This design comes from an exercise in tuning for small area on the open sky130 flow, not from production work. The RTL was checked by simulation tests, not by an equivalence proof against the original design.

==> design.v <==
`timescale 1ns / 1ps
module rhsl_div #(
  parameter int W = 10
) (
  input  logic [W-1:0] rem_in,
  input  logic         bit_in,
  input  logic [W-1:0] divisor,
  output logic [W-1:0] rem_out,
  output logic         q
);
  logic [W:0]   t, d;
  logic [W+1:0] bo;
  assign t     = {rem_in, bit_in};
  assign d     = {1'b0, divisor};
  assign bo[0] = 1'b0;
  for (genvar i = 0; i <= W; i++) begin : g_borrow
    assign bo[i+1] = (~t[i] & d[i]) | (~(t[i] & ~d[i]) & bo[i]);
  end
  assign q = ~bo[W+1];
  for (genvar i = 0; i < W; i++) begin : g_rem
    assign rem_out[i] = t[i] ^ (q & (d[i] ^ bo[i]));
  end
endmodule
module rhsl_cmp (
  input  logic [7:0] a,
  input  logic [7:0] b,
  output logic       gt,
  output logic       lt
);
  logic [8:0] g, l;
  assign g[0] = 1'b0;
  assign l[0] = 1'b0;
  for (genvar i = 0; i < 8; i++) begin : g_bit
    assign g[i+1] = (a[i] & ~b[i]) | (~(~a[i] & b[i]) & g[i]);
    assign l[i+1] = (~a[i] & b[i]) | (~(a[i] & ~b[i]) & l[i]);
  end
  assign gt = g[8];
  assign lt = l[8];
endmodule
`timescale 1ns / 1ps
module rgb_to_hsl_converter_core #(
  parameter int HUE_BITS = 12
) (
  input  logic                clk,
  input  logic                rst,
  input  logic                start,
  output logic                busy,
  input  logic [23:0]         pixel,
  output logic                done,
  output logic [HUE_BITS-1:0] hue,
  output logic [7:0]          saturation,
  output logic [7:0]          lightness,
  output logic                achromatic
);
  assign busy = rst;
  logic [7:0] r, g, b;
  assign r = pixel[23:16];
  assign g = pixel[15:8];
  assign b = pixel[7:0];
  logic gt_rg, gt_gr, gt_gb, gt_bg, gt_br, gt_rb;
  rhsl_cmp u_c_rg (.a(r), .b(g), .gt(gt_rg), .lt(gt_gr));
  rhsl_cmp u_c_gb (.a(g), .b(b), .gt(gt_gb), .lt(gt_bg));
  rhsl_cmp u_c_br (.a(b), .b(r), .gt(gt_br), .lt(gt_rb));
  logic [5:0] ks;   
  assign ks[0] = gt_rg  & !gt_bg;    
  assign ks[1] = !gt_rg & gt_rb;     
  assign ks[2] = gt_gb  & !gt_rb;    
  assign ks[3] = !gt_gb & gt_gr;     
  assign ks[4] = gt_br  & !gt_gr;    
  assign ks[5] = !gt_br & gt_bg;     
  logic [7:0] hi, lo, fa, fb;
  assign hi = (!gt_gr && !gt_br) ? r : (!gt_bg ? g : b);
  assign lo = (!gt_rg && !gt_rb) ? r : (!gt_gb ? g : b);
  assign fa = (ks[4] | ks[5]) ? r : ((ks[0] | ks[1]) ? g : b);
  assign fb = (ks[0] | ks[5]) ? b : ((ks[1] | ks[2]) ? r : g);
  logic [7:0] f0, delta0;
  logic [8:0] sum0;
  logic [2:0] k0;
  assign delta0 = hi - lo;
  assign f0     = fa - fb;
  assign sum0   = {1'b0, hi} + {1'b0, lo};
  assign k0     = {ks[3] | ks[4] | ks[5], ks[2] | ks[5], ks[1] | ks[4]};   
  logic [7:0] r1_hf;
  always_ff @(posedge clk) r1_hf <= f0;
  logic [7:0] r1_hdelta;
  always_ff @(posedge clk) r1_hdelta <= delta0;
  logic [2:0] r1_k;
  always_ff @(posedge clk) r1_k <= k0;
  logic [8:0] r1_ssum;
  always_ff @(posedge clk) r1_ssum <= sum0;
  logic [7:0] r1_sdelta;
  always_ff @(posedge clk) r1_sdelta <= delta0;
  logic [9:0] hi1_d3, hi1_e;
  logic [10:0] hi1_d5;
  assign hi1_d3 = {2'b0, r1_hdelta} + {1'b0, r1_hdelta, 1'b0};
  assign hi1_d5 = {3'b0, r1_hdelta} + {1'b0, r1_hdelta, 2'b0};
  assign hi1_e = (r1_k[1:0] == 2'd0) ? {1'b0, hi1_d3[9:1]} :
               (r1_k[1:0] == 2'd1) ? {3'b0, r1_hdelta[7:1]} : hi1_d5[10:1];
  logic [9:0] h2_r; logic h2_q;
  rhsl_div #(.W(10)) u_h2 (.rem_in({1'b0, r1_hf, 1'b0}), .bit_in(hi1_e[9]), .divisor(hi1_d3), .rem_out(h2_r), .q(h2_q));
  logic [9:0] h2_qv; assign h2_qv = 10'd0 | (10'(h2_q) << 9);
  logic [7:0] si3_den;
  logic [8:0] si3_t, si3_ls;
  assign si3_den = r1_ssum[8] ? 8'(9'd510 - r1_ssum) : r1_ssum[7:0];
  assign si3_t   = {2'b0, si3_den[7:1]} - {1'b0, r1_sdelta};
  assign si3_ls  = r1_ssum + 9'd1;
  logic [7:0] s4_r; logic s4_q;
  rhsl_div #(.W(8)) u_s4 (.rem_in((r1_sdelta - {7'b0, si3_t[8]})), .bit_in(si3_t[7:0][7]), .divisor(si3_den), .rem_out(s4_r), .q(s4_q));
  logic [7:0] s4_qv; assign s4_qv = 8'd0 | (8'(s4_q) << 7);
  logic [2:0] r2_k;
  always_ff @(posedge clk) r2_k <= r1_k;
  logic [9:0] r2_hr;
  always_ff @(posedge clk) r2_hr <= h2_r;
  logic [9:0] r2_hd;
  always_ff @(posedge clk) r2_hd <= hi1_d3;
  logic [9:0] r2_he;
  always_ff @(posedge clk) r2_he <= hi1_e;
  logic [9:0] r2_hq;
  always_ff @(posedge clk) r2_hq <= h2_qv;
  logic [7:0] r2_sr;
  always_ff @(posedge clk) r2_sr <= s4_r;
  logic [7:0] r2_sd;
  always_ff @(posedge clk) r2_sd <= si3_den;
  logic [7:0] r2_se;
  always_ff @(posedge clk) r2_se <= si3_t[7:0];
  logic [7:0] r2_sq;
  always_ff @(posedge clk) r2_sq <= s4_qv;
  logic r2_sc;
  always_ff @(posedge clk) r2_sc <= r1_ssum[8];
  logic [9:0] h5_r; logic h5_q;
  rhsl_div #(.W(10)) u_h5 (.rem_in(r2_hr), .bit_in(r2_he[8]), .divisor(r2_hd), .rem_out(h5_r), .q(h5_q));
  logic [9:0] h5_qv; assign h5_qv = r2_hq | (10'(h5_q) << 8);
  logic [9:0] h6_r; logic h6_q;
  rhsl_div #(.W(10)) u_h6 (.rem_in(h5_r), .bit_in(r2_he[7]), .divisor(r2_hd), .rem_out(h6_r), .q(h6_q));
  logic [9:0] h6_qv; assign h6_qv = h5_qv | (10'(h6_q) << 7);
  logic [9:0] h7_r; logic h7_q;
  rhsl_div #(.W(10)) u_h7 (.rem_in(h6_r), .bit_in(r2_he[6]), .divisor(r2_hd), .rem_out(h7_r), .q(h7_q));
  logic [9:0] h7_qv; assign h7_qv = h6_qv | (10'(h7_q) << 6);
  logic [7:0] s8_r; logic s8_q;
  rhsl_div #(.W(8)) u_s8 (.rem_in(r2_sr), .bit_in(r2_se[6]), .divisor(r2_sd), .rem_out(s8_r), .q(s8_q));
  logic [7:0] s8_qv; assign s8_qv = r2_sq | (8'(s8_q) << 6);
  logic [7:0] s9_r; logic s9_q;
  rhsl_div #(.W(8)) u_s9 (.rem_in(s8_r), .bit_in(r2_se[5]), .divisor(r2_sd), .rem_out(s9_r), .q(s9_q));
  logic [7:0] s9_qv; assign s9_qv = s8_qv | (8'(s9_q) << 5);
  logic [2:0] r3_k;
  always_ff @(posedge clk) r3_k <= r2_k;
  logic [9:0] r3_hr;
  always_ff @(posedge clk) r3_hr <= h7_r;
  logic [9:0] r3_hd;
  always_ff @(posedge clk) r3_hd <= r2_hd;
  logic [9:0] r3_he;
  always_ff @(posedge clk) r3_he <= r2_he;
  logic [9:0] r3_hq;
  always_ff @(posedge clk) r3_hq <= h7_qv;
  logic [7:0] r3_sr;
  always_ff @(posedge clk) r3_sr <= s9_r;
  logic [7:0] r3_sd;
  always_ff @(posedge clk) r3_sd <= r2_sd;
  logic [7:0] r3_se;
  always_ff @(posedge clk) r3_se <= r2_se;
  logic [7:0] r3_sq;
  always_ff @(posedge clk) r3_sq <= s9_qv;
  logic r3_sc;
  always_ff @(posedge clk) r3_sc <= r2_sc;
  logic [9:0] h10_r; logic h10_q;
  rhsl_div #(.W(10)) u_h10 (.rem_in(r3_hr), .bit_in(r3_he[5]), .divisor(r3_hd), .rem_out(h10_r), .q(h10_q));
  logic [9:0] h10_qv; assign h10_qv = r3_hq | (10'(h10_q) << 5);
  logic [9:0] h11_r; logic h11_q;
  rhsl_div #(.W(10)) u_h11 (.rem_in(h10_r), .bit_in(r3_he[4]), .divisor(r3_hd), .rem_out(h11_r), .q(h11_q));
  logic [9:0] h11_qv; assign h11_qv = h10_qv | (10'(h11_q) << 4);
  logic [9:0] h12_r; logic h12_q;
  rhsl_div #(.W(10)) u_h12 (.rem_in(h11_r), .bit_in(r3_he[3]), .divisor(r3_hd), .rem_out(h12_r), .q(h12_q));
  logic [9:0] h12_qv; assign h12_qv = h11_qv | (10'(h12_q) << 3);
  logic [7:0] s13_r; logic s13_q;
  rhsl_div #(.W(8)) u_s13 (.rem_in(r3_sr), .bit_in(r3_se[4]), .divisor(r3_sd), .rem_out(s13_r), .q(s13_q));
  logic [7:0] s13_qv; assign s13_qv = r3_sq | (8'(s13_q) << 4);
  logic [7:0] s14_r; logic s14_q;
  rhsl_div #(.W(8)) u_s14 (.rem_in(s13_r), .bit_in(r3_se[3]), .divisor(r3_sd), .rem_out(s14_r), .q(s14_q));
  logic [7:0] s14_qv; assign s14_qv = s13_qv | (8'(s14_q) << 3);
  logic [7:0] s15_r; logic s15_q;
  rhsl_div #(.W(8)) u_s15 (.rem_in(s14_r), .bit_in(r3_se[2]), .divisor(r3_sd), .rem_out(s15_r), .q(s15_q));
  logic [7:0] s15_qv; assign s15_qv = s14_qv | (8'(s15_q) << 2);
  logic [2:0] r4_k;
  always_ff @(posedge clk) r4_k <= r3_k;
  logic [9:0] r4_hr;
  always_ff @(posedge clk) r4_hr <= h12_r;
  logic [9:0] r4_hd;
  always_ff @(posedge clk) r4_hd <= r3_hd;
  logic [9:0] r4_he;
  always_ff @(posedge clk) r4_he <= r3_he;
  logic [9:0] r4_hq;
  always_ff @(posedge clk) r4_hq <= h12_qv;
  logic [7:0] r4_sr;
  always_ff @(posedge clk) r4_sr <= s15_r;
  logic [7:0] r4_sd;
  always_ff @(posedge clk) r4_sd <= r3_sd;
  logic [7:0] r4_se;
  always_ff @(posedge clk) r4_se <= r3_se;
  logic [7:0] r4_sq;
  always_ff @(posedge clk) r4_sq <= s15_qv;
  logic r4_sc;
  always_ff @(posedge clk) r4_sc <= r3_sc;
  logic [9:0] h16_r; logic h16_q;
  rhsl_div #(.W(10)) u_h16 (.rem_in(r4_hr), .bit_in(r4_he[2]), .divisor(r4_hd), .rem_out(h16_r), .q(h16_q));
  logic [9:0] h16_qv; assign h16_qv = r4_hq | (10'(h16_q) << 2);
  logic [9:0] h17_r; logic h17_q;
  rhsl_div #(.W(10)) u_h17 (.rem_in(h16_r), .bit_in(r4_he[1]), .divisor(r4_hd), .rem_out(h17_r), .q(h17_q));
  logic [9:0] h17_qv; assign h17_qv = h16_qv | (10'(h17_q) << 1);
  logic [9:0] h18_r; logic h18_q;
  rhsl_div #(.W(10)) u_h18 (.rem_in(h17_r), .bit_in(r4_he[0]), .divisor(r4_hd), .rem_out(h18_r), .q(h18_q));
  logic [9:0] h18_qv; assign h18_qv = h17_qv | (10'(h18_q) << 0);
  logic [7:0] s19_r; logic s19_q;
  rhsl_div #(.W(8)) u_s19 (.rem_in(r4_sr), .bit_in(r4_se[1]), .divisor(r4_sd), .rem_out(s19_r), .q(s19_q));
  logic [7:0] s19_qv; assign s19_qv = r4_sq | (8'(s19_q) << 1);
  logic [7:0] s20_r; logic s20_q;
  rhsl_div #(.W(8)) u_s20 (.rem_in(s19_r), .bit_in(r4_se[0]), .divisor(r4_sd), .rem_out(s20_r), .q(s20_q));
  logic [7:0] s20_qv; assign s20_qv = s19_qv | (8'(s20_q) << 0);
  logic [7:0] lt21_l;
  assign lt21_l = r4_sc ? {1'b1, ~r4_sd[7:1]} : 8'(({1'b0, r4_sd} + 9'd1) >> 1);
  logic [2:0] r5_k;
  always_ff @(posedge clk) r5_k <= r4_k;
  logic [9:0] r5_hq;
  always_ff @(posedge clk) r5_hq <= h18_qv;
  logic [7:0] r5_sq;
  always_ff @(posedge clk) r5_sq <= s20_qv;
  logic r5_gray;
  always_ff @(posedge clk) r5_gray <= (r4_hd == 10'd0);
  logic [7:0] r5_light;
  always_ff @(posedge clk) r5_light <= lt21_l;
  logic [4:0] v;
  always_ff @(posedge clk) begin
    if (rst) v <= '0;
    else v <= {v[3:0], start};
  end
  assign done = v[4];
  logic [10:0] kb;
  assign kb = (r5_k[1:0] == 2'd1) ? 11'd683 : (r5_k[1:0] == 2'd2) ? 11'd1365 : 11'd0;
  assign hue        = r5_gray ? '0 : {r5_k[2], 11'(kb + {1'b0, r5_hq})};
  assign saturation = r5_gray ? '0 : r5_sq;
  assign lightness  = r5_light;
  assign achromatic = r5_gray;
endmodule
==> flow/run.sh <==
#!/bin/bash
# The standard layout (standard.sh) with two changes:
#  - synthesis maps with ABC's area-oriented script below instead of ORFS's
#    abc_area.script (registers are untouched: they are mapped before ABC runs);
#  - every port is buffered by a buf_1 instead of the delay buffer that
#    buffer_ports picks by default.
# Each tool's full output lands in make.log and under orfs/logs/.
set -euo pipefail
rm -rf scripts
cp -r "$FLOW_HOME/scripts" scripts
printf '%s\n' 'strash' 'dch -f' 'map -B 0.9' 'topo' 'stime -c' 'buffer -c' 'dnsize -c' > scripts/abc_area.script
bash standard.sh SCRIPTS_DIR="$PWD/scripts" BUFFER_PORTS_ARGS="-buffer_cell sky130_fd_sc_hd__buf_1" finish > make.log 2>&1
==> standard.sh <==
#!/bin/bash
# synth_recipe.tcl (not shown) runs the flow's synth.tcl, then flattens the netlist and writes it again
# the make line also repeats each setting of config.mk as NAME=value (left out here)
make -C /OpenROAD-flow-scripts/flow DESIGN_CONFIG=/design/flow/config.mk WORK_HOME=/design/flow/orfs CLKGATE_MAP_FILE= SYNTH_SCRIPT=/design/flow/synth_recipe.tcl "${@:-finish}"
==> config.mk <==
export PLATFORM = sky130hd
export DESIGN_NAME = rgb_to_hsl_converter_core
export DESIGN_NICKNAME = rgb_to_hsl_converter_core
export VERILOG_FILES = /design/flow/design.v
export SDC_FILE = /design/flow/constraint.sdc
export NUM_CORES = 4
export LEC_CHECK = 0
export ABC_AREA = 1
export CAP_MARGIN = 20
export CORE_MARGIN = 2
export CORE_UTILIZATION = 40
export CTS_CLUSTER_DIAMETER = 100
export CTS_CLUSTER_SIZE = 24
export SLEW_MARGIN = 20
==> constraint.sdc <==
create_clock -name core_clock -period 5.5 [get_ports {clk}]
set_input_delay 1.1000 -clock core_clock [delete_from_list [all_inputs] [get_ports {clk}]]
set_output_delay 1.1000 -clock core_clock [all_outputs]
set_load 0.01 [all_outputs]
==> run notes, run 1 <==
* Status: timing/DRC/antenna clean
* Via/cell ratio at 4.70
* Tightest Pin Transition at 0.820 ns
* Die extent in x at 196 um
* Critical Path AT at 5.27 ns
* Core area at between 30000 and 40000 um^2
* Buffers on Ports at 57
* Final period util at 0.891
* Nets at 2377
* CTS tree: done
* Total global routing overflow at 0
* Initial Utilization at 0.404
* Root Buffer: clkbuf_16
* Pin count of the biggest net entering global routing at 25
* Cts bufs inserted at 14
* Slowest-stage cell, CP: fa_1
* Clock skew at 0.0165 ns
* Clock Latency Late Sink at 0.48 ns
* Design area at 16100 um^2
* Post-synth top area cell: dfxtp_1
* Area growth, synth to finish at 9.03%
* Crit path launch type: flip-flop
* Post-DP HPWL at 25900 um
* Area share of the largest cell type after synthesis at 0.317
* Post-synth cell types at 34
* Sink Count at ~230
* Most common cell after layout, fill and taps aside: nand2_1
* Routed wire length at 32000 um
* Max incr delay on CP at 0.44 ns
* F_max at 204 MHz
* GRT Total Usage at 0.164
* Max-slew violations at 0
* Clock transition at the registers of the reported paths at 0.09 ns
* Num ports at 58
* GPL Wtd Cong at 0.886
* Fin. Hold Viols at 0
* Relative slew slack at 0.452
* Worst min path class: reg -> reg
* Worst EP required at 5.87 ns
* Initial antenna violation count at 0
* Syn Nets at 2315
* Fill count at approximately 3800
* Avg Synthesized Cell Area at 6.65 um^2
* # hold bufs at CTS at 0
* EDFF count, synth at 0
* Global-route wire length before repair at about 54000 um
* Final antenna-violating net count at 0
* Crit end category: flip-flop
* Clk buf depth at 3
* Yosys reg bits at 233
* Die H at 196 um
* Crit-path most repeated cell: nand2_1
* Seq/Total Area, Yosys at 0.317
* Main area contributors after synthesis: dfxtp_1 32%, nand2_1 17%, xor2_1 10%, inv_1 8.8%, nand3_1 7.6%
* Layout cells sized above 1 at 0.0403
* FFs w/ async S/R, synth at 0
* Total number of vias at between 10000 and 15000
* DRT iter0 DRCs at roughly 600
* FP Rows at 70
* Crit-path max FO at 10
* Setup-failing EPs final at 0
* WL/cell at 11.6 um
* Max_cap viols at 0
* Minimum clock period at 4.90 ns
* Max H-tree Level at 1
* Crit Path Class: reg -> reg
* DRC at 0
* Full die area at 38400 um^2
* Mapped Area at roughly 15000 um^2
* N_diodes at 0
* Vias in the first global route at around 12000
* Most frequent cells in the layout: 656 x nand2_1, 342 x inv_1, 228 x dfxtp_1
* Synth Flop Type: dfxtp_1
* Drt first pass iters at 5
* Number of warnings issued by yosys at 1
* Cells after synthesis at 2215
* DP Area at between 15000 and 20000 um^2
-- per-stage QoR --
step | hold slack, ns | cells | setup slack, ns | utilization | setup TNS [ns]
after CTS | 0.331 | 2742 | 0.119 | 0.437 | 0
after global placement | 0.311 | 2722 | 0.107 | 0.425 | 0
after global routing | 0.338 | 2749 | -0.0307 | 0.441 | -0.125
final | 0.331 | 2749 | 0.598 | 0.441 | 0
after detailed placement | 0.312 | 2722 | -0.00231 | 0.425 | -0.00377
after floorplan | 0.310 | 2215 | 1.01 | - | 0
-- area by class of cell --
cell class	instances	area, um^2	share of cell area
inverters	347	1300	0.0811
flip-flops and latches	233	4680	0.291
clock inverters	4	60.1	0.00374
clock buffers	16	389	0.0242
repair buffers	75	349	0.0217
well taps	468	586	0.0365
multi-input cells	1606	8700	0.542
-- worst max-delay path, delay by kind of cell, from the launching register on --
kind	cells	cell delay, ns
xor gates and xnor gates	1	0.16
buffers and inverters	3	0.20
AOI/OAI and AO/OA	8	1.10
DFF	1	0.40
adders and majority gates	4	1.18
and+or+nand+nor	16	1.74
-- path summary, 6_finish.rpt --
check / end / slack, ns / cells past startpoint / from
setup / recovery: r2_sr[5] / 0.60 / 32 / r1_ssum[0]
hold / removal: r5_sq[5] / 0.33 / 0 / r4_sq[5]
setup reg to reg: r2_sr[5] / 0.60 / 32 / r1_ssum[0]
hold reg to reg: r5_sq[5] / 0.33 / 0 / r4_sq[5]
-- cell families after synthesis --
| logic type | Yosys count | share of synthesized area |
|---|---|---|
| buf+inv | 379 | 0.0991 |
| flops | 233 | 0.317 |
| simple gates | 1120 | 0.321 |
| xor+xnor | 192 | 0.114 |
| fa+ha+maj | 75 | 0.0669 |
| compound gates | 216 | 0.0826 |
-- cells in the mapped netlist (all sizes together), types with 2 or more instances --
cell / instances
nand2: 668
o221ai: 9
inv: 345
o211ai: 14
nor2: 148
or2: 28
nand3b: 33
o21a: 6
nor3b: 2
fa: 7
ha: 66
a211oi: 2
clkbuf: 18
a21oi: 75
xnor2: 21
o21bai: 7
o22ai: 3
nand4: 5
clkinv: 2
nand3: 224
o21ai: 86
maj3: 2
dfxtp: 233
xor2: 171
o31ai: 3
nor3: 10
a31oi: 9
buf: 14
-- repair_timing --
item | 4_1_cts | 5_1_grt
pin swaps | 0 | 3
buffers inserted | 0 | 4
cloned | 0 | 3
endpoints found under the setup margin | 9 | 41
gates resized for setup | 1 | 27
-- per-layer routing --
| metal | part of all wire | global-route usage | vias up | wire length, um |
|---|---|---|---|---|
| li1 | - | - | 7045 | - |
| met1 | 0.47 | 0.210 | 5678 | 15000 |
| met2 | 0.48 | 0.297 | 168 | 15400 |
| met3 | 0.031 | 0.0160 | 39 | 1000 |
| met4 | 0.020 | 0.0404 | 0 | 634 |
| met5 | 0 | 0 | - | 0 |
-- state kept, by name, summed over array words and instances (netlist names), 8 cells and up --
register,cells
r4_sr,8
r2_he,9
r1_hf,8
r4_hd,10
r5_light,8
r4_hr,10
r5_sq,8
r2_hd,10
r2_sr,8
r2_hr,10
r5_hq,10
r3_hr,10
r3_hd,10
r3_sr,8
r1_ssum,9
==> run 2: changes to the inputs <==
--- a/config.mk
+++ b/config.mk
@@ -9,6 +9,7 @@
 export CAP_MARGIN = 20
 export CORE_MARGIN = 2
 export CORE_UTILIZATION = 40
-export CTS_CLUSTER_DIAMETER = 100
-export CTS_CLUSTER_SIZE = 24
+export CTS_BUF_LIST = sky130_fd_sc_hd__clkbuf_8
+export CTS_CLUSTER_DIAMETER = 60
+export CTS_CLUSTER_SIZE = 16
 export SLEW_MARGIN = 20
==> run 2 against run 1 <==
Against the previous run: non-clock buffer count unchanged; maximum frequency about the same; flip-flop and latch count unchanged; synthesized cell count unchanged; routed wire length is 0.53% higher; global-route usage up 0.074 points; core utilization up 0.13 points; synthesized area is the same; clock skew rose by 0.011 ns; final cell count up 0.69%; highest routed layer unchanged.
==> run notes, run 2 <==
* Final Non-Filler Cells at 2768 (was 2749)
* Sink Count at 233 (unchanged)
* Via/cell ratio at 4.70 (about the same)
* FF-to-FF Start: r1_ssum[0] (unchanged)
* F_max at 204 MHz (about the same)
* CTS tree: done (unchanged)
* Cells after synthesis at 2215 (unchanged)
* GPL Wtd Cong at 0.886 (unchanged)
* Crit path launch type: flip-flop (unchanged)
* Final period util at 0.892 (was 0.891)
* Max H-tree Level at 1 (unchanged)
* Crit Path Class: reg -> reg (unchanged)
* Max_cap viols at 0 (unchanged)
* Area share of the largest cell type after synthesis at 0.317 (unchanged)
* GRT Total Usage at 0.165 (was 0.164)
* Nets at 2386 (was 2377)
* Total number of vias at 13000 (was 12900)
* Crit end category: flip-flop (unchanged)
* Initial antenna violation count at 0 (unchanged)
* Synth Flop Type: dfxtp_1 (unchanged)
* Max incr delay on CP at 0.44 ns (about the same)
* Relative slew slack at 0.455 (was 0.452)
* Full die area at 38400 um^2 (unchanged)
* Min Hold Slack at 0.316 ns (was 0.331 ns)
* R2R setup slack at 0.60 ns (about the same)
* Post-synth top area cell: dfxtp_1 (unchanged)
* Final core occ at 0.442 (was 0.441)
* Path depth of the worst reg2reg path at 32 (unchanged)
* Global-route wire length before repair at 53800 um (was 53600 um)
* DP Area at 15500 um^2 (unchanged)
* Die H at 196 um (unchanged)
* Main area contributors after synthesis: dfxtp_1 32%, nand2_1 17%, xor2_1 10%, inv_1 8.8%, nand3_1 7.6% (unchanged)
* Minimum clock period at 4.90 ns (about the same)
* Setup-failing EPs final at 0 (unchanged)
* Syn Nets at 2315 (unchanged)
* Cell with the most instances after synthesis: nand2_1 (unchanged)
* Max-slew violations at 0 (unchanged)
* Core area at 36400 um^2 (unchanged)
* Worst R2R End: r2_sr[5] (unchanged)
* Beginning of the critical path: r1_ssum[0] (unchanged)
* Mapped Area at 14700 um^2 (unchanged)
* DRT iter0 DRCs at 577 (was 598)
* Clock transition at the registers of the reported paths at 0.09 ns (about the same)
* Hold path cells at 0 (unchanged)
* Root Buffer: clkbuf_8 (was clkbuf_16)
* Seq/Total Area, Yosys at 0.317 (unchanged)
* Critical Path AT at 5.34 ns (was 5.27 ns)
* Cts bufs inserted at 23 (was 14)
* Area growth, synth to finish at 9.36% (was 9.03%)
* Routed wire length at 32200 um (was 32000 um)
* Pin count of the biggest net entering global routing at 22 (was 25)
* Yosys reg bits at 233 (unchanged)
* Total global routing overflow at 0 (unchanged)
* FFs w/ async S/R, synth at 0 (unchanged)
* Clock skew at 0.0278 ns (was 0.0165 ns)
* Fin. Hold Viols at 0 (unchanged)
* Number of warnings issued by yosys at 1 (unchanged)
* Post-DP HPWL at 25900 um (unchanged)
* Initial Utilization at 0.404 (unchanged)
* N_diodes at 0 (unchanged)
* Final antenna-violating net count at 0 (unchanged)
* Worst min path class: reg -> reg (unchanged)
* Tightest Pin Transition at 0.817 ns (was 0.820 ns)
* Num ports at 58 (unchanged)
* FP Rows at 70 (unchanged)
* Crit-path most repeated cell: nand2_1 (unchanged)
* Worst EP required at 5.93 ns (was 5.87 ns)
* Status: timing/DRC/antenna clean (unchanged)
* DP Cell Count at 2722 (unchanged)
* Slowest-stage cell, CP: fa_1 (unchanged)
* Top post-synthesis cells by count: 665 x nand2_1, 345 x inv_1, 233 x dfxtp_1, 224 x nand3_1, 171 x xor2_1 (unchanged)
* Crit-path max FO at 10 (unchanged)
* EDFF count, synth at 0 (unchanged)
* Most common cell after layout, fill and taps aside: nand2_1 (unchanged)
* DRC at 0 (unchanged)
* Clock Latency Late Sink at 0.55 ns (was 0.48 ns)
* Drt first pass iters at 5 (unchanged)
* # hold bufs at CTS at 0 (unchanged)
* Design area at 16100 um^2 (about the same)
* Hold endpoint: r5_hq[5] (was r5_sq[5])
* Buffers on Ports at 57 (unchanged)
* WL/cell at 11.6 um (about the same)
* Most frequent cells in the layout: 656 x nand2_1, 344 x inv_1, 228 x dfxtp_1 (was 656 x nand2_1, 342 x inv_1, 228 x dfxtp_1)
* Die extent in x at 196 um (unchanged)
* Avg Synthesized Cell Area at 6.65 um^2 (unchanged)
* Vias in the first global route at 11800 (about the same)
* Layout cells sized above 1 at 0.0483 (was 0.0403)
* Hold_sp: r4_hq[5] (was r4_sq[5])
* Clk buf depth at 3 (unchanged)
* Post-synth cell types at 34 (unchanged)
run 2: cell counts after synthesis:
Identical to the previous run, type by type.
run 2: metrics by stage:
| stage | setup TNS (ns) | setup slack (ns) |
|---|---|---|
| final | 0 | 0.595 |
| after global routing | -0.0625 | -0.0275 |
| after CTS | 0 | 0.110 |
| after detailed placement | -0.00377 | -0.00231 |
| after global placement | 0 | 0.107 |
| after floorplan | 0 | 1.01 |
run 2: area by class of cell:
type                       instances  area, um^2
clock buffer                      25         344
timing repair buffer              75         347
tap                              468         586
sequential                       233        4680
clock inverter                    14         141
fill                            3735       20300
inverter                         347        1300
multi-input combinational       1606        8710
run 2: how the worst max path moves through the flow:
stage               end  slack, ns  cells past startpoint
4_1_cts        r4_hr[5]       0.11                     37
5_1_grt        r3_hr[4]      -0.03                     37
3_3_place_gp   r4_hr[0]       0.11                     37
3_5_place_dp   r4_hr[0]     -0.002                     37
2_1_floorplan  r2_sr[7]       1.01                     34
6_report       r2_sr[5]       0.60                     32
run 2: layer usage:
layer	vias up	share of wire	GRT usage
met5	-	0	0
met4	0	0.019	0.0426
met3	40	0.039	0.0184
met2	205	0.48	0.297
met1	5694	0.46	0.210
li1	7074	-	-
run 2: cell families after synthesis:
family	after synthesis	share of synthesized area
adders and majority gates	75	0.0669
and+or+nand+nor	1120	0.321
DFF	233	0.317
AOI/OAI and AO/OA	216	0.0826
xor gates and xnor gates	192	0.114
buffers and inverters	379	0.0991
run 2: worst max-delay path, delay by kind of cell, from the launching register on:
family	cells	cell delay, ns
compound gates	8	1.10
buf+inv	3	0.20
flops	1	0.40
xor+xnor	1	0.16
simple gates	16	1.74
fa+ha+maj	4	1.18
run 2: what timing repair did:
item	CTS	global route
cloned	0	3
gates resized for setup	1	28
endpoints found under the setup margin	9	41
pin swaps	0	3
hold endpoints to repair	0	0
setup buffers	0	4
==> run 3: changes to the inputs <==
--- a/flow/run.sh
+++ b/flow/run.sh
@@ -8,5 +8,5 @@
 set -euo pipefail
 rm -rf scripts
 cp -r "$FLOW_HOME/scripts" scripts
-printf '%s\n' 'strash' 'dch -f' 'map -B 0.9' 'topo' 'stime -c' 'buffer -c' 'dnsize -c' > scripts/abc_area.script
+printf '%s\n' 'strash' 'dc2' 'dch -f' 'map -B 0.9' 'topo' 'stime -c' 'buffer -c' 'upsize -c' 'dnsize -c' > scripts/abc_area.script
 bash standard.sh SCRIPTS_DIR="$PWD/scripts" BUFFER_PORTS_ARGS="-buffer_cell sky130_fd_sc_hd__buf_1" finish > make.log 2>&1
--- a/config.mk
+++ b/config.mk
@@ -9,7 +9,6 @@
 export CAP_MARGIN = 20
 export CORE_MARGIN = 2
 export CORE_UTILIZATION = 40
-export CTS_BUF_LIST = sky130_fd_sc_hd__clkbuf_8
-export CTS_CLUSTER_DIAMETER = 60
-export CTS_CLUSTER_SIZE = 16
+export CTS_CLUSTER_DIAMETER = 100
+export CTS_CLUSTER_SIZE = 24
 export SLEW_MARGIN = 20
==> run 3 against run 2 <==
Against the previous run: now fails the layout checks on setup timing; sequential share of layout area fell by 5.0 points; global-route usage up 4.6 points; setup slack lost 1.5 ns; non-clock buffer count is 365 higher; count of clock-buffer cells in the layout decreased by 12; routed wire length grew 31%; core utilization rose by 12 points; synthesized cell count decreased by 8.4%; synthesized area is 4.8% lower; critical endpoint is now r4_hr[0].
==> run notes, run 3 <==
* Initial Utilization at 0.406 (was 0.404)
* Layout cells sized above 1 at 0.321 (was 0.0483)
* Crit end category: flip-flop (unchanged)
* Hold path cells at 0 (unchanged)
* Path depth of the worst reg2reg path at 64 (was 32)
* WL/cell at 14.4 um (was 11.6 um)
* Max-slew violations at 0 (unchanged)
* Avg Synthesized Cell Area at 6.91 um^2 (was 6.65 um^2)
* Via/cell ratio at 4.99 (was 4.70)
* DRC at 0 (unchanged)
* Clock skew at 0.0120 ns (was 0.0278 ns)
* Area share of the largest cell type after synthesis at 0.332 (was 0.317)
* GPL Wtd Cong at 0.896 (was 0.886)
* Drt first pass iters at 7 (was 5)
* DP Area at 15600 um^2 (was 15500 um^2)
* Core area at 34500 um^2 (was 36400 um^2)
* Slowest-stage cell, CP: dfxtp_2 (was fa_1)
* Clock Latency Late Sink at 0.49 ns (was 0.55 ns)
* Buffers on Ports at 57 (unchanged)
* Pin count of the biggest net entering global routing at 25 (was 22)
* Top post-synthesis cells by count: 520 x nand2_1, 318 x inv_1, 233 x dfxtp_1, 185 x nand3_1, 143 x nor2_1 (was 665 x nand2_1, 345 x inv_1, 233 x dfxtp_1, 224 x nand3_1, 171 x xor2_1)
* Initial antenna violation count at 0 (unchanged)
* Crit-path most repeated cell: nand2_2 (was nand2_1)
* Crit path launch type: flip-flop (unchanged)
* Compound-cell area share of the yosys netlist at 0.103 (was 0.0826)
* Max H-tree Level at 1 (unchanged)
* Cts bufs inserted at 13 (was 23)
* SO Viols: setup timing
* Die H at 191 um (was 196 um)
* Synth Flop Type: dfxtp_1 (unchanged)
* Cell with the most instances after synthesis: nand2_1 (unchanged)
* Total number of vias at 14600 (was 13000)
* Max_cap viols at 0 (unchanged)
* Root Buffer: clkbuf_16 (was clkbuf_8)
* Final antenna-violating net count at 0 (unchanged)
* DP Cell Count at 2639 (was 2722)
* Vias in the first global route at 13900 (was 11800)
* RSZ-0062 raised after global routing: true
* Final Non-Filler Cells at 2922 (was 2768)
* Main area contributors after synthesis: dfxtp_1 33%, nand2_1 14%, inv_1 8.5%, xor2_1 7.9%, nand3_1 6.6% (was dfxtp_1 32%, nand2_1 17%, xor2_1 10%, inv_1 8.8%, nand3_1 7.6%)
* Seq/Total Area, Yosys at 0.332 (was 0.317)
* Final period util at 1.17 (was 0.892)
* Min Hold Slack at 0.321 ns (was 0.316 ns)
* Post-DP HPWL at 26000 um (was 25900 um)
* Largest family of logic cells by synthesized area: simple AND/OR/NAND/NOR gates (unchanged)
* Global-route wire length before repair at 64000 um (was 53800 um)
* # hold bufs at CTS at 0 (unchanged)
* Relative slew slack at 0.441 (was 0.455)
* Status: complete, but fails checks (was timing/DRC/antenna clean)
* Total global routing overflow at 0 (unchanged)
* Worst setup margin at -0.924 ns (was 0.595 ns)
* Post-synthesis mux area share at 0 (unchanged)
* Simple-gate portion of the synthesized area at 0.303 (was 0.321)
* F_max at 156 MHz (was 204 MHz)
* Cells after synthesis at 2030 (was 2215)
* FP Rows at 68 (was 70)
* Routed wire length at 42200 um (was 32200 um)
* N_diodes at 0 (unchanged)
* Full die area at 36600 um^2 (was 38400 um^2)
* Die extent in x at 191 um (was 196 um)
* Post-synth cell types at 48 (was 34)
* Post-synth top area cell: dfxtp_1 (unchanged)
* Clk buf depth at 3 (unchanged)
* FFs w/ async S/R, synth at 0 (unchanged)
* Final core occ at 0.565 (was 0.442)
* Worst EP required at 5.88 ns (was 5.93 ns)
* Design area at 19500 um^2 (was 16100 um^2)
* Area growth, synth to finish at 39.0% (was 9.36%)
* Critical Path AT at 6.80 ns (was 5.34 ns)
* Max incr delay on CP at 0.38 ns (was 0.44 ns)
* Worst min path class: reg -> reg (unchanged)
* Nets at 2567 (was 2386)
* Tightest Pin Transition at 0.837 ns (was 0.817 ns)
* CTS tree: done (unchanged)
* EDFF count, synth at 0 (unchanged)
* Most common cell after layout, fill and taps aside: buf_4 (was nand2_1)
* Adder-cell area share of the yosys netlist at 0.0696 (was 0.0669)
* Fill count at 3025 (was 3735)
* GRT Total Usage at 0.211 (was 0.165)
* Mapped Area at 14000 um^2 (was 14700 um^2)
* Crit-path max FO at 7 (was 10)
* Crit Path Class: reg -> reg (unchanged)
* Fin. Hold Viols at 0 (unchanged)
* XOR/XNOR share of the synthesized area at 0.0930 (was 0.114)
* Yosys reg bits at 233 (unchanged)
* DRT iter0 DRCs at 762 (was 577)
* Clock transition at the registers of the reported paths at 0.10 ns (was 0.09 ns)
* Number of warnings issued by yosys at 1 (unchanged)
* Num ports at 58 (unchanged)
* Syn Nets at 2130 (was 2315)
* Most frequent cells in the layout: 370 x buf_4, 319 x nand2_1, 313 x inv_1 (was 656 x nand2_1, 344 x inv_1, 228 x dfxtp_1)
* Sink Count at 233 (unchanged)
* Minimum clock period at 6.42 ns (was 4.90 ns)
* Setup-failing EPs final at 32 (was 0)
run 3: cell count changes in the layout (fill, tap and decap cells not counted), sizes merged, moves of 25 or more:
| cell | change |
|---|---|
| buf | +365 |
| inv | -25 |
| nand2 | -136 |
| nand3 | -30 |
| o21ai | +25 |
| xor2 | -44 |
run 3: timing repair:
action,CTS,global route
gates cloned,6,1
setup buffers,222,42
gates resized for setup,270,166
endpoints found under the setup margin,32,56
pin swaps,92,150
run 3: final cells by class:
cell class	instances	area, um^2	share of cell area
well taps	455	569	0.0292
clock buffers	13	325	0.0167
inverters	325	1240	0.0636
clock inverters	2	17.5	0.000898
multi-input cells	1454	9520	0.488
flip-flops and latches	233	4680	0.240
repair buffers	440	3150	0.161
run 3: worst max-delay path: cells and delay by family, from the launching register on:
| family | cells | cell delay, ns |
|---|---|---|
| buffers and inverters | 1 | 0.12 |
| DFF | 1 | 0.38 |
| and+or+nand+nor | 63 | 5.79 |
run 3: cells by family (layout without fill, tap and decap cells):
kind of cell | Yosys count | in the layout
xor+xnor | 149 | 149
compound gates | 255 | 255
simple gates | 970 | 976
buf+inv | 349 | 780
flops | 233 | 233
fa+ha+maj | 74 | 74
run 3: routing by layer:
layer  routed length (um)  part of all wire  global-route usage
met5                    0                 0                   0
met4                 2000             0.047              0.0825
met2                21600              0.51               0.401
met1                17200              0.41               0.243
met3                 1440             0.034              0.0169
run 3: worst paths after layout:
kind / start / to / slack (ns)
worst max register to register: r3_hd[0] / r4_hr[0] / -0.92
worst min-delay path: r2_k[2] / r3_k[2] / 0.32
worst min register to register: r2_k[2] / r3_k[2] / 0.32
worst max-delay path: r3_hd[0] / r4_hr[0] / -0.92
run 3: through the flow:
stage / setup slack [ns] / setup TNS [ns]
after floorplan: 0.137 / 0
after global placement: -0.685 / -12.17
after detailed placement: -0.876 / -20.69
after CTS: -0.206 / -3.99
after global routing: -1.47 / -40.31
final: -0.924 / -24.89
==> run 4: changes to the inputs <==
--- a/flow/run.sh
+++ b/flow/run.sh
@@ -8,5 +8,5 @@
 set -euo pipefail
 rm -rf scripts
 cp -r "$FLOW_HOME/scripts" scripts
-printf '%s\n' 'strash' 'dc2' 'dch -f' 'map -B 0.9' 'topo' 'stime -c' 'buffer -c' 'upsize -c' 'dnsize -c' > scripts/abc_area.script
+printf '%s\n' strash "dch -f" "map -B 0.9" topo 'stime -c' 'buffer -c' 'upsize -c' 'dnsize -c' > scripts/abc_area.script
 bash standard.sh SCRIPTS_DIR="$PWD/scripts" BUFFER_PORTS_ARGS="-buffer_cell sky130_fd_sc_hd__buf_1" finish > make.log 2>&1
==> run 4 against run 3 <==
Against the previous run: now clean on timing, DRC and antenna; sequential share of layout area up 4.7 points; register-to-register slack better by 1.4 ns; count of clock-buffer cells in the layout up 1; critical endpoint is now r2_sr[7]; highest routed layer unchanged.
==> run notes, run 4 <==
* Status: timing/DRC/antenna clean (was complete, but fails checks)
* Pin count of the biggest net entering global routing at 25 (unchanged)
* Design area at 16200 um^2 (was 19500 um^2)
* Cell with the most instances after synthesis: nand2_1 (unchanged)
* Critical Path AT at 5.39 ns (was 6.80 ns)
* Initial antenna violation count at 1 (was 0)
* Post_cts resized at 0 (was 270)
* Tightest Pin Transition at 0.817 ns (was 0.837 ns)
* Mapped Area at 15100 um^2 (was 14000 um^2)
* DRT met1 WL at 14900 um (was 17200 um)
* Clock skew at 0.0269 ns (was 0.0120 ns)
* Die H at 198 um (was 191 um)
* Crit end category: flip-flop (unchanged)
* Max H-tree Level at 1 (unchanged)
* Post-synth cell types at 48 (unchanged)
* Met3 WL at 986 um (was 1440 um)
* Path depth of the worst reg2reg path at 32 (was 64)
* EDFF count, synth at 0 (unchanged)
* DRT iter0 DRCs at 558 (was 762)
* Post-synth top area cell: dfxtp_1 (unchanged)
* Syn Nets at 2315 (was 2130)
* FP Rows at 71 (was 68)
* Met2 wire len at 15000 um (was 21600 um)
* CTS tree: done (unchanged)
* Yosys reg bits at 233 (unchanged)
* Full die area at 39400 um^2 (was 36600 um^2)
* Vias in the first global route at 12200 (was 13900)
* Final Non-Filler Cells at 2779 (was 2922)
* Clk buf depth at 3 (unchanged)
* Most common cell after layout, fill and taps aside: nand2_1 (was buf_4)
* Total number of vias at 13000 (was 14600)
* Minimum clock period at 5.01 ns (was 6.42 ns)
* Max incr delay on CP at 0.42 ns (was 0.38 ns)
* N_diodes at 0 (unchanged)
* DRC at 0 (unchanged)
* Die extent in x at 198 um (was 191 um)
* Area growth, synth to finish at 7.40% (was 39.0%)
* Main area contributors after synthesis: dfxtp_1 31%, nand2_1 16%, xor2_1 9.8%, inv_1 8.5%, nand3_1 6.2% (was dfxtp_1 33%, nand2_1 14%, inv_1 8.5%, xor2_1 7.9%, nand3_1 6.6%)
* Sink Count at 233 (unchanged)
* F_max at 200 MHz (was 156 MHz)
* Relative slew slack at 0.455 (was 0.441)
* Max-slew violations at 0 (unchanged)
* Num ports at 58 (unchanged)
* Post-DP HPWL at 26000 um (about the same)
* GPL Wtd Cong at 0.917 (was 0.896)
* WL/cell at 11.4 um (was 14.4 um)
* DP Cell Count at 2761 (was 2639)
* Crit path launch type: flip-flop (unchanged)
* Layout cells sized above 1 at 0.0578 (was 0.321)
* Crit-path most repeated cell: nand2_1 (was nand2_2)
* Crit Path Class: reg -> reg (unchanged)
* Setup Fix Bufs, Post-CTS at 0 (was 222)
* Crit-path max FO at 10 (was 7)
* Final core occ at 0.433 (was 0.565)
* Worst min path class: reg -> reg (unchanged)
* Drt first pass iters at 5 (was 7)
* Worst setup margin at 0.490 ns (was -0.924 ns)
* Via/cell ratio at 4.67 (was 4.99)
* Top layer in use: met4 (unchanged)
* Top post-synthesis cells by count: 636 x nand2_1, 343 x inv_1, 233 x dfxtp_1, 187 x nand3_1, 170 x xor2_1 (was 520 x nand2_1, 318 x inv_1, 233 x dfxtp_1, 185 x nand3_1, 143 x nor2_1)
* Worst EP required at 5.88 ns (about the same)
* Slowest-stage cell, CP: fa_1 (was dfxtp_2)
* Global-route wire length before repair at 54000 um (was 64000 um)
* Final period util at 0.911 (was 1.17)
* Hold path cells at 0 (unchanged)
* Most frequent cells in the layout: 636 x nand2_1, 343 x inv_1, 231 x dfxtp_1 (was 370 x buf_4, 319 x nand2_1, 313 x inv_1)
* Cells after synthesis at 2215 (was 2030)
* GRT Total Usage at 0.163 (was 0.211)
* Clock transition at the registers of the reported paths at 0.09 ns (was 0.10 ns)
* Core area at 37500 um^2 (was 34500 um^2)
* Fin. Hold Viols at 0 (unchanged)
* Number of warnings issued by yosys at 1 (unchanged)
* Clock Latency Late Sink at 0.49 ns (about the same)
* Synth Flop Type: dfxtp_1 (unchanged)
* DP Area at 15800 um^2 (was 15600 um^2)
* Setup-failing EPs final at 0 (was 32)
* Initial Utilization at 0.403 (was 0.406)
* # hold bufs at CTS at 0 (unchanged)
* DP Worst Slack at 0.315 ns (was -0.876 ns)
* Area share of the largest cell type after synthesis at 0.308 (was 0.332)
* Nets at 2366 (was 2567)
* Buffers on Ports at 57 (unchanged)
* Root Buffer: clkbuf_16 (unchanged)
* Avg Synthesized Cell Area at 6.83 um^2 (was 6.91 um^2)
* Cts bufs inserted at 14 (was 13)
* FFs w/ async S/R, synth at 0 (unchanged)
* Total global routing overflow at 0 (unchanged)
* Routed wire length at 31600 um (was 42200 um)
* RSZ-0062 raised after global routing: false (was true)
* Total negative setup slack at 0 ns (was -24.89 ns)
* Seq/Total Area, Yosys at 0.308 (was 0.332)
* Final antenna-violating net count at 0 (unchanged)
* Max_cap viols at 0 (unchanged)
## run 4: cell types whose count changed in the layout (fill, tap and decap cells not counted), moves of 41 or more
cell	before	now
xor2_1	116	168
nand2_1	319	636
nand3_1	101	187
nand3_2	77	36
buf_4	370	10
nand2_2	182	26
## run 4: cells by family (layout without fill, tap and decap cells)
| group | Yosys count | count (layout) | share of synthesized area |
|---|---|---|---|
| xor+xnor | 192 | 192 | 0.112 |
| buf+inv | 379 | 432 | 0.102 |
| fa+ha+maj | 75 | 75 | 0.0652 |
| compound gates | 216 | 216 | 0.0807 |
| flops | 233 | 233 | 0.308 |
| simple gates | 1120 | 1120 | 0.332 |
## run 4: final timing paths
kind              start  slack [ns]  endpoint
max reg2reg  r1_ssum[0]        0.49  r2_sr[7]
max          r1_ssum[0]        0.49  r2_sr[7]
min            r4_hq[5]        0.32  r5_hq[5]
min reg2reg    r4_hq[5]        0.32  r5_hq[5]
## run 4: layer usage
layer  vias up  global-route usage
met5         -                   0
met4         0              0.0478
met3        54              0.0151
met2       192               0.299
met1      5714               0.201
li1       7015                   -
## run 4: layout make-up
type | instances | area (um^2)
timing repair buffer | 67 | 289
sequential | 233 | 4670
clock buffer | 14 | 350
inverter | 347 | 1300
tap | 511 | 639
multi-input combinational | 1603 | 8940
clock inverter | 4 | 53.8
fill | 3868 | 21200
## run 4: worst max-delay path: cells and delay by family, from the launching register on
family / cells / cell delay, ns
flip-flops: 1 / 0.41
adder cells (fa/ha/maj): 4 / 1.22
AO/OA/AOI/OAI: 8 / 1.14
AND/OR/NAND/NOR: 16 / 1.75
XOR/XNOR: 1 / 0.16
buffers and inverters: 3 / 0.20
## run 4: stage by stage
step	hold WS [ns]
after floorplan	0.310
after global routing	0.335
final	0.321
after CTS	0.324
after detailed placement	0.312
after global placement	0.310
==> run 5: changes to the inputs <==
==> flow/run.sh (replaced) <==
#!/bin/bash
# The standard layout (standard.sh) with two changes:
#  - synthesis maps the logic with the ABC script below (choice computation
#    with -f, mapping, buffering and downsizing, but no upsizing) instead of
#    ORFS's abc_area.script; registers are untouched, as ABC runs after they
#    are mapped, and the rest of ORFS's synthesis is the same;
#  - every port is buffered by a buf_1 instead of the delay buffer that
#    buffer_ports picks by default.
# Each tool's full output lands in make.log and under orfs/logs/.
set -euo pipefail
rm -rf scripts
cp -r "$FLOW_HOME/scripts" scripts
printf '%s\n' 'strash' 'dch -f' 'map -B 0.9' 'topo' 'stime -c' 'buffer -c' 'dnsize -c' > scripts/abc_area.script
bash standard.sh SCRIPTS_DIR="$PWD/scripts" BUFFER_PORTS_ARGS="-buffer_cell sky130_fd_sc_hd__buf_1" finish > make.log 2>&1
--- a/config.mk
+++ b/config.mk
@@ -11,4 +11,5 @@
 export CORE_UTILIZATION = 40
 export CTS_CLUSTER_DIAMETER = 100
 export CTS_CLUSTER_SIZE = 24
+export GPL_TIMING_DRIVEN = 0
 export SLEW_MARGIN = 20
==> run 5 against run 4 <==
Against the previous run: sequential share of layout area grew 0.29 points; count of clock-buffer cells in the layout increased by 2; register-to-register slack better by 0.10 ns; setup slack better by 0.066 ns; maximum frequency grew 1.3%.
==> run notes, run 5 <==
* Most common cell after layout, fill and taps aside: nand2_1 (unchanged)
* Die extent in x at 196 um (was 198 um)
* Total negative setup slack at 0 ns (unchanged)
* Nets at 2387 (was 2366)
* Worst min path class: reg -> reg (unchanged)
* Num ports at 58 (unchanged)
* Full die area at 38400 um^2 (was 39400 um^2)
* FFs w/ async S/R, synth at 0 (unchanged)
* Sink Count at 233 (unchanged)
* Routed wire length at 31900 um (was 31600 um)
* Total number of vias at 13000 (about the same)
* Seq/Total Area, Yosys at 0.317 (was 0.308)
* Top post-synthesis cells by count: 665 x nand2_1, 345 x inv_1, 233 x dfxtp_1, 224 x nand3_1, 171 x xor2_1 (was 636 x nand2_1, 343 x inv_1, 233 x dfxtp_1, 187 x nand3_1, 170 x xor2_1)
* Main area contributors after synthesis: dfxtp_1 32%, nand2_1 17%, xor2_1 10%, inv_1 8.8%, nand3_1 7.6% (was dfxtp_1 31%, nand2_1 16%, xor2_1 9.8%, inv_1 8.5%, nand3_1 6.2%)
* Critical Path AT at 5.36 ns (was 5.39 ns)
* Pin count of the biggest net entering global routing at 25 (unchanged)
* Crit-path max FO at 10 (unchanged)
* Clock transition at the registers of the reported paths at 0.09 ns (about the same)
* Crit end category: flip-flop (unchanged)
* Worst EP required at 5.92 ns (was 5.88 ns)
* Global-route wire length before repair at 54200 um (was 54000 um)
* GRT Total Usage at 0.168 (was 0.163)
* Synth Flop Type: dfxtp_1 (unchanged)
* Area share of the largest cell type after synthesis at 0.317 (was 0.308)
* Die H at 196 um (was 198 um)
* Crit Path Class: in -> reg (was reg -> reg)
* Final antenna-violating net count at 0 (unchanged)
* Clock skew at 0.0197 ns (was 0.0269 ns)
* Cells after synthesis at 2215 (unchanged)
* Relative slew slack at 0.584 (was 0.455)
* Most frequent cells in the layout: 660 x nand2_1, 339 x inv_1, 227 x dfxtp_1 (was 636 x nand2_1, 343 x inv_1, 231 x dfxtp_1)
* Final period util at 0.899 (was 0.911)
* F_max at 202 MHz (was 200 MHz)
* Post-synth cell types at 34 (was 48)
* Post-DP HPWL at 26500 um (was 26000 um)
* Initial antenna violation count at 0 (was 1)
* Crit path launch type: primary input (was flip-flop)
* Max-slew violations at 0 (unchanged)
* GPL Wtd Cong at 0.927 (was 0.917)
* EDFF count, synth at 0 (unchanged)
* N_diodes at 0 (unchanged)
* Minimum clock period at 4.94 ns (was 5.01 ns)
* Buffers on Ports at 56 (was 57)
* Cell with the most instances after synthesis: nand2_1 (unchanged)
* CTS tree: done (unchanged)
* FP Rows at 70 (was 71)
* Tightest Pin Transition at 0.624 ns (was 0.817 ns)
* Clock Latency Late Sink at 0.48 ns (was 0.49 ns)
* Number of warnings issued by yosys at 1 (unchanged)
* Total global routing overflow at 0 (unchanged)
* Vias in the first global route at 11900 (was 12200)
* WL/cell at 11.6 um (was 11.4 um)
* Drt first pass iters at 6 (was 5)
* Layout cells sized above 1 at 0.0419 (was 0.0578)
* Root Buffer: clkbuf_16 (unchanged)
* Cts bufs inserted at 14 (unchanged)
* DP Cell Count at 2739 (was 2761)
* Yosys reg bits at 233 (unchanged)
* Initial Utilization at 0.404 (was 0.403)
* Via/cell ratio at 4.70 (was 4.67)
* Clk buf depth at 3 (unchanged)
* Area growth, synth to finish at 9.35% (was 7.40%)
* Final core occ at 0.442 (was 0.433)
* Syn Nets at 2315 (unchanged)
* Final Non-Filler Cells at 2758 (was 2779)
* Core area at 36400 um^2 (was 37500 um^2)
* Fin. Hold Viols at 0 (unchanged)
* Setup-failing EPs final at 0 (unchanged)
* Status: timing/DRC/antenna clean (unchanged)
* Mapped Area at 14700 um^2 (was 15100 um^2)
* Max_cap viols at 0 (unchanged)
* Avg Synthesized Cell Area at 6.65 um^2 (was 6.83 um^2)
* Post-synth top area cell: dfxtp_1 (unchanged)
* Max H-tree Level at 1 (unchanged)
* DRC at 0 (unchanged)
* DRT iter0 DRCs at 651 (was 558)
## run 5: kinds of logic after synthesis
logic type,after synthesis,synth area share
AO/OA/AOI/OAI,216,0.0826
XOR/XNOR,192,0.114
adder cells (fa/ha/maj),75,0.0669
buffers and inverters,379,0.0991
flip-flops,233,0.317
AND/OR/NAND/NOR,1120,0.321
## run 5: area by class of cell
class / count / area (um^2)
clock inverters: 3 / 40.0
well taps: 468 / 586
inverters: 347 / 1300
flip-flops and latches: 233 / 4670
clock buffers: 16 / 389
multi-input cells: 1603 / 8720
plain buffers: 31 / 175
fillers: 3743 / 20300
repair buffers: 57 / 218
## run 5: final timing paths
kind / start / end / slack, ns / cells past startpoint
worst max-delay path: pixel[1] / r1_ssum[8] / 0.56 / 24
worst min-delay path: r2_sc / r3_sc / 0.32 / 0
worst max register to register: r1_ssum[0] / r2_sr[7] / 0.59 / 35
worst min register to register: r2_sc / r3_sc / 0.32 / 0
## run 5: timing repair
action                                  in CTS  in global routing
endpoints found under the setup margin       0                 40
resized for setup                            0                 48
hold buffers                                 0                  0
setup buffers                                0                  1
## run 5: layer usage
layer  track usage  part of all wire
met4        0.0404             0.020
met3        0.0158             0.031
met2         0.314              0.49
met5             0                 0
met1         0.207              0.46
## run 5: metrics by stage
| step | setup slack (ns) | hold slack [ns] | cell area, um^2 |
|---|---|---|---|
| after CTS | 0.174 | 0.317 | 16000 |
| after floorplan | 1.01 | 0.310 | 14700 |
| after global routing | -0.0274 | 0.324 | 16100 |
| final | 0.556 | 0.317 | 16100 |
| after detailed placement | 0.161 | 0.312 | 15500 |
| after global placement | 0.140 | 0.310 | 15500 |
## run 5: worst max-delay path: stages
cell,delay (ns)
buf_1,0.28
inv_1,0.15
nand2_1,0.10
o21ai_0,0.08
nand3_1,0.08
nand2_1,0.05
a21oi_1,0.23
o21ai_0,0.13
nand2_1,0.08
nand3_1,0.07
a31oi_1,0.27
nand2_1,0.31
clkbuf_1,0.32
a31oi_1,0.34
ha_1,0.22
inv_1,0.06
fa_1,0.46
o31ai_1,0.41
a21oi_1,0.12
nor2_1,0.16
nor2_1,0.06
nor2_1,0.12
nor2_1,0.06
o21bai_1,0.10
==> run 6: changes to the inputs <==
--- a/config.mk
+++ b/config.mk
@@ -11,5 +11,4 @@
 export CORE_UTILIZATION = 40
 export CTS_CLUSTER_DIAMETER = 100
 export CTS_CLUSTER_SIZE = 24
-export GPL_TIMING_DRIVEN = 0
 export SLEW_MARGIN = 20
==> run 6 against run 5 <==
Against the previous run: synthesized cell count unchanged; setup slack better by 0.042 ns; clock skew down 0.0032 ns; final cell count down 0.33%; still clean; synthesized area unchanged; sequential share of layout area up 0.094 points; via count down 0.22%; count of clock-buffer cells in the layout unchanged; non-clock buffer count down 13.
==> run notes, run 6 <==
* Critical Path AT at 5.27 ns (was 5.36 ns)
* Initial Utilization at 0.404 (unchanged)
* Crit end category: flip-flop (unchanged)
* Clock Latency Late Sink at 0.48 ns (about the same)
* Routed wire length at 32000 um (was 31900 um)
* Hold path cells at 0 (unchanged)
* FFs w/ async S/R, synth at 0 (unchanged)
* CTS tree: done (unchanged)
* Clk buf depth at 3 (unchanged)
* Die H at 196 um (unchanged)
* Initial antenna violation count at 0 (unchanged)
* Post-synth top area cell: dfxtp_1 (unchanged)
* Cts bufs inserted at 14 (unchanged)
* Vias in the first global route at 11800 (was 11900)
* Num ports at 58 (unchanged)
* N_diodes at 0 (unchanged)
* Most common cell after layout, fill and taps aside: nand2_1 (unchanged)
* Top post-synthesis cells by count: 665 x nand2_1, 345 x inv_1, 233 x dfxtp_1, 224 x nand3_1, 171 x xor2_1 (unchanged)
* Syn Nets at 2315 (unchanged)
* Number of warnings issued by yosys at 1 (unchanged)
* Total global routing overflow at 0 (unchanged)
* DP Worst Slack at -0.00231 ns (was 0.161 ns)
* Avg Synthesized Cell Area at 6.65 um^2 (unchanged)
* Crit-path most repeated cell: nand2_1
* Sink Count at 233 (unchanged)
* Global-route wire length before repair at 53600 um (was 54200 um)
* Synth Flop Type: dfxtp_1 (unchanged)
* Max H-tree Level at 1 (unchanged)
* Max incr delay on CP at 0.44 ns (was 0.46 ns)
* DRT iter0 DRCs at 598 (was 651)
* F_max at 204 MHz (was 202 MHz)
* FF-to-FF Start: r1_ssum[0] (unchanged)
* Fin. Hold Viols at 0 (unchanged)
* Crit Path Class: reg -> reg (was in -> reg)
* Minimum clock period at 4.90 ns (was 4.94 ns)
* Crit path launch type: flip-flop (was primary input)
* Layout cells sized above 1 at 0.0403 (was 0.0419)
* Yosys reg bits at 233 (unchanged)
* Post-synth cell types at 34 (unchanged)
* Crit-path max FO at 10 (unchanged)
* Path depth of the worst reg2reg path at 32 (was 35)
* Worst EP required at 5.87 ns (was 5.92 ns)
* GPL Wtd Cong at 0.886 (was 0.927)
* Root Buffer: clkbuf_16 (unchanged)
* Most frequent cells in the layout: 656 x nand2_1, 342 x inv_1, 228 x dfxtp_1 (was 660 x nand2_1, 339 x inv_1, 227 x dfxtp_1)
* Final core occ at 0.441 (was 0.442)
* FP Rows at 70 (unchanged)
* Area share of the largest cell type after synthesis at 0.317 (unchanged)
* Worst min path class: reg -> reg (unchanged)
* Core area at 36400 um^2 (unchanged)
* Hold endpoint: r5_sq[5] (was r3_sc)
* Drt first pass iters at 5 (was 6)
* Clock transition at the registers of the reported paths at 0.09 ns (about the same)
* Buffers on Ports at 57 (was 56)
* Final antenna-violating net count at 0 (unchanged)
* Worst R2R End: r2_sr[5] (was r2_sr[7])
* WL/cell at 11.6 um (about the same)
* Nets at 2377 (was 2387)
* Setup-failing EPs final at 0 (unchanged)
* Status: timing/DRC/antenna clean (unchanged)
* Full die area at 38400 um^2 (unchanged)
* Main area contributors after synthesis: dfxtp_1 32%, nand2_1 17%, xor2_1 10%, inv_1 8.8%, nand3_1 7.6% (unchanged)
* Slowest-stage cell, CP: fa_1 (unchanged)
* Max-slew violations at 0 (unchanged)
* Area growth, synth to finish at 9.03% (was 9.35%)
* Clock skew at 0.0165 ns (was 0.0197 ns)
* Total number of vias at 12900 (was 13000)
* EDFF count, synth at 0 (unchanged)
* Die extent in x at 196 um (unchanged)
* Cell with the most instances after synthesis: nand2_1 (unchanged)
* Final period util at 0.891 (was 0.899)
* Pin count of the biggest net entering global routing at 25 (unchanged)
* Via/cell ratio at 4.70 (about the same)
* Relative slew slack at 0.452 (was 0.584)
* Max_cap viols at 0 (unchanged)
* GRT Total Usage at 0.164 (was 0.168)
* Seq/Total Area, Yosys at 0.317 (unchanged)
* Post-DP HPWL at 25900 um (was 26500 um)
* Worst setup margin at 0.598 ns (was 0.556 ns)
* Tightest Pin Transition at 0.820 ns (was 0.624 ns)
* R2R setup slack at 0.60 ns (was 0.59 ns)
* # hold bufs at CTS at 0 (unchanged)
* Hold_sp: r4_sq[5] (was r2_sc)
* DRC at 0 (unchanged)
* Mapped Area at 14700 um^2 (unchanged)
* Cells after synthesis at 2215 (unchanged)
==> run 6: cell count changes in the layout (fill, tap and decap cells not counted), moves of 4 or more <==
cell	before	now
a21oi_1	70	75
a21oi_2	5	0
buf_4	6	17
buf_6	4	0
clkbuf_1	18	0
nand2_1	660	656
nand2_2	5	10
nand3_1	218	224
nand3_2	6	0
==> run 6: worst max path at each step <==
stage	startpoint	endpoint	slack, ns	cells past startpoint
2_1_floorplan	r1_ssum[0]	r2_sr[7]	1.01	34
3_3_place_gp	r3_hd[0]	r4_hr[0]	0.11	37
3_5_place_dp	r3_hd[0]	r4_hr[0]	-0.002	37
4_1_cts	r3_hd[0]	r4_hr[5]	0.12	37
5_1_grt	r2_hd[3]	r3_hr[4]	-0.03	37
6_report	r1_ssum[0]	r2_sr[5]	0.60	32
==> run 6: cell type report <==
cell class | instances | area (um^2)
clock buffers | 16 | 389
clock inverters | 4 | 60.1
fillers | 3758 | 20400
inverters | 347 | 1300
multi-input cells | 1606 | 8700
flip-flops and latches | 233 | 4680
well taps | 468 | 586
repair buffers | 75 | 349
==> run 6: through the flow <==
step | cell area (um^2) | instances | TNS [ns] | hold slack [ns]
floorplan | 14700 | 2215 | 0 | 0.310
global route | 16100 | 2749 | -0.125 | 0.338
finish | 16100 | 2749 | 0 | 0.331
CTS | 15900 | 2742 | 0 | 0.331
global placement | 15500 | 2722 | 0 | 0.311
detailed placement | 15500 | 2722 | -0.00377 | 0.312
==> run 6: kinds of logic after synthesis <==
logic type | after synthesis | synth area share
AO/OA/AOI/OAI | 216 | 0.0826
XOR/XNOR | 192 | 0.114
buffers and inverters | 379 | 0.0991
flip-flops | 233 | 0.317
AND/OR/NAND/NOR | 1120 | 0.321
adder cells (fa/ha/maj) | 75 | 0.0669
==> run 6: what timing repair did <==
item,CTS,global route
gates resized for setup,1,27
setup endpoints to repair,9,41
pin swaps,0,3
buffers inserted,0,4
cloned,0,3
==> run 6: routing by layer <==
| metal | part of all wire | track usage | wire (um) |
|---|---|---|---|
| met1 | 0.47 | 0.210 | 15000 |
| met3 | 0.031 | 0.0160 | 1000 |
| met5 | 0 | 0 | 0 |
| met2 | 0.48 | 0.297 | 15400 |
| met4 | 0.020 | 0.0404 | 634 |
==> run 6: critical path: cells and delay by family (launching register included) <==
| kind | cells | cell delay, ns |
|---|---|---|
| and+or+nand+nor | 16 | 1.74 |
| adders and majority gates | 4 | 1.18 |
| DFF | 1 | 0.40 |
| xor gates and xnor gates | 1 | 0.16 |
| AOI/OAI and AO/OA | 8 | 1.10 |
| buffers and inverters | 3 | 0.20 |

static timing again, ports no longer ideal:
No port has a modelled driver above. Below, the same layouts with a new extraction and two added sets of constraints. Step 1, drivers: a clkbuf_16 drives clk and a buf_2 each remaining input, both assumed. Step 2, shift: input delay + t, output delay - t, t = (earliest + latest rising clock arrival at the registers) / 2. This alone moves slack from input paths to output paths. Slacks: ideal / step 1 / step 2; pairs: ideal / step 1.
run	t, ns	setup WS [ns]	hold WS [ns]	worst slew at a driven data input, ns	pins driven straight from the clock port
run 1	0.525	0.598 / 0.598 / 0.462	0.331 / 0.331 / 0.331	0.04	1
run 2	0.585	0.595 / 0.595 / 0.455	0.316 / 0.316 / 0.316	0.04	1
run 3	0.526	-0.924 / -0.924 / -0.924	0.321 / 0.321 / 0.321	0.04	1
run 4	0.524	0.490 / 0.490 / 0.490	0.321 / 0.321 / 0.321	0.04	1
run 5	0.516	0.556 / 0.578 / 0.061	0.317 / 0.317 / 0.317	0.05	1
run 6	0.525	0.598 / 0.598 / 0.462	0.331 / 0.331 / 0.331	0.04	1
For run 5, which loses most, drivers alone change the setup slack by +0.022 ns; drivers and shift together by -0.495 ns.
